Background: an optimization exercise with open tools, aiming at small area, a short achievable clock period and few clock cycles per item. Do not read the settings as production practice. Only simulation tests tie the RTL to the original design; equivalence was not proved. Power figures rest on the tool's default switching activity, not on a simulated workload.

// boundary_prefix_search
module boundary_prefix_search #(
  parameter int unsigned      MAX_BOUNDARY   = 56,
  parameter longint unsigned  MAX_STRING_LEN = 65536
) (
  input  logic                                clk_i,
  input  logic                                rst_ni,
  input  logic                                in_valid_i,
  output logic                                in_stall_o,
  input  logic [8:0]                          in_data_i,
  output logic                                out_valid_o,
  input  logic                                out_stall_i,
  output logic [23:0]                         out_data_o,
  input  logic                                cfg_we_i,
  input  logic [2:0]                          cfg_idx_i,
  input  logic [63:0]                         cfg_data_i
);
Size: about 580 flip-flops, ~110 I/O pins.
==> flow/config.mk <==
export PLATFORM = sky130hd
export DESIGN_NAME = boundary_prefix_search
export DESIGN_NICKNAME = boundary_prefix_search
export VERILOG_FILES = /design/flow/design.v
export SDC_FILE = /design/flow/constraint.sdc
export NUM_CORES = 4
export LEC_CHECK = 0
export ABC_CLOCK_PERIOD_IN_PS = 2500
export CAP_MARGIN = 20
export CORE_MARGIN = 2
export CORE_UTILIZATION = 48
export CTS_CLUSTER_DIAMETER = 80
export CTS_CLUSTER_SIZE = 40
export SETUP_SLACK_MARGIN = 4.87
export SLEW_MARGIN = 20
==> flow/constraint.sdc <==
create_clock -name core_clock -period 7.5 [get_ports {clk_i}]
set_input_delay 1.5000 -clock core_clock [delete_from_list [all_inputs] [get_ports {clk_i}]]
set_output_delay 1.5000 -clock core_clock [all_outputs]
set_load 0.01 [all_outputs]
standard.sh (not shown) runs the stock make flow with config.mk's settings and CLKGATE_MAP_FILE= SYNTH_SCRIPT=/design/flow/synth_recipe.tcl, a recipe that flattens the netlist after the stock synthesis.
==> flow/flow/run.sh <==
#!/bin/bash
# The standard layout (the standard.sh: standard synthesis and ORFS on every step), with one
# change: the port buffers that ORFS inserts at placement are the platform's plain buf_1 rather
# than the delay cell buffer_ports picks by default; timing repair resizes them as usual.
set -euo pipefail
export BUFFER_PORTS_ARGS="-buffer_cell sky130_fd_sc_hd__buf_1"
bash standard.sh finish > standard_flow.log 2>&1
Testbench counts at the start, summed over its fixed seeds: cycles 140,479, bytes 139,750.
Change:
- CORE_UTILIZATION: 48 -> 45
- CTS_CLUSTER_DIAMETER: 80 -> 100
- CTS_CLUSTER_SIZE: 40 -> 30
The new run completed without violations; die area climbs by 6.6%; final area drops by 0.56%; global-route usage goes down by 1.6 points; combinational power hardly moves.
Change:
- CORE_UTILIZATION: 45 -> 48
- CTS_CLUSTER_DIAMETER: 100 -> 70
- CTS_CLUSTER_SIZE: 30 -> 36
The changed run ran to the end with no violations; critical path depth came out lower by 2; worst setup slack gains 0.026 ns; final area is higher by 0.78%; power came out higher by 5.1%; sequential cell count does not change; routed wire length went up by 2.5%; hold slack is worse by 0.028 ns; utilization went up by 3.2 points; final cell count fell by 1.6%; synthesized cell count does not change.
Change:
- CORE_UTILIZATION: 48 -> 52
- CTS_CLUSTER_DIAMETER: 70 -> 90
- CTS_CLUSTER_SIZE: 36 -> 28
Result: Sequential cell count does not change. Design area shrinks by 1.3%. Combinational power stays flat. Synthesized cell count is unchanged.

---

Setup of v6:
boundary_prefix_search, a different RTL version from the one above (not shown whole).
For scale: ~620 flip-flops, about 110 I/O pins.
make LEC_CHECK=0 CAP_MARGIN=20 CORE_MARGIN=2 CORE_UTILIZATION=40 SLEW_MARGIN=20 finish   # period 7.5 ns
run.sh (not shown) runs the stock make flow with config.mk's settings and CLKGATE_MAP_FILE= SYNTH_SCRIPT=/design/flow/synth_recipe.tcl, a recipe that flattens the netlist after the stock synthesis.
Stock flow here: none of the scripts above is used.
v6 completed; timing, DRC and antenna clean
Testbench counts of v6, summed over its fixed seeds: cycles 139,942, bytes 139,750.
[inputs] v7 vs v6
Settings: putting SETUP_SLACK_MARGIN at 4.7 where nothing was set; putting ABC_CLOCK_PERIOD_IN_PS at 2800 where nothing was set.
### Flow results
v7 went all the way through the flow, and no timing, DRC or antenna check failed. Compared with v6, v7 shows a total stage count of the critical path that is 3 lower. v7 vs. v6: clock power share went up by 0.7 points. v7 vs v6, design area went up by 0.0015 mm^2. Looking at fmax across v7 and v6, the one that comes out higher is v7. Between v7 and v6, it is v7 whose pre-CTS setup slack is higher, by 92 ps. Going from v6 to v7, clock skew went down, share of cell area taken by flip-flops and latches moved down. Global-route met3 utilization up 0.37 points in v7 wrt v6. Min post-route worst setup slack across v7 and v6: v6. Compared with v6, v7 shows a higher worst supply voltage drop on vdd. On leakage power: between v7 and v6, it ends up lower for v6.

==> separate check: timing with driven ports <==
No port has a modelled driver above. Below, the same layouts with a new extraction and two added sets of constraints. Step 1 sets driving cells, clkbuf_16 on the clock port and buf_2 on the other inputs (assumed; they add their load-dependent delay and slew). Step 2 moves the port delays by t, midway between the first and last clock arrival at a register: inputs arrive t later, outputs are due t later. That takes back most of the time a late clock gives input paths. a / b / c = ideal ports / drivers / drivers and shift; a / b = the first two.
| run | shift t [ns] | setup WS [ns] | clock arrival spread, ns | worst register clock-pin slew, ns |
|---|---|---|---|---|
| the first run of note 1 | 0.683 | 4.689 / 4.727 / 4.043 | 0.037 / 0.037 | 0.13 / 0.13 |
| the second run of note 1 | 0.666 | 4.866 / 4.809 / 4.219 | 0.081 / 0.081 | 0.12 / 0.12 |
| the third run of note 1 | 0.631 | 4.892 / 4.832 / 4.299 | 0.039 / 0.040 | 0.11 / 0.11 |
| the fourth run of note 1 | 0.657 | 4.846 / 4.788 / 4.350 | 0.024 / 0.024 | 0.11 / 0.11 |
| v6 | 0.661 | 3.890 / 3.890 / 3.670 | 0.032 / 0.031 | 0.07 / 0.07 |
| v7 | 0.664 | 4.724 / 4.685 / 4.092 | 0.025 / 0.026 | 0.07 / 0.07 |
After both steps every run listed still meets setup and hold. The setup slack of the second run of note 1, which loses most, moves by -0.057 ns with the drivers and by -0.647 ns with both steps.
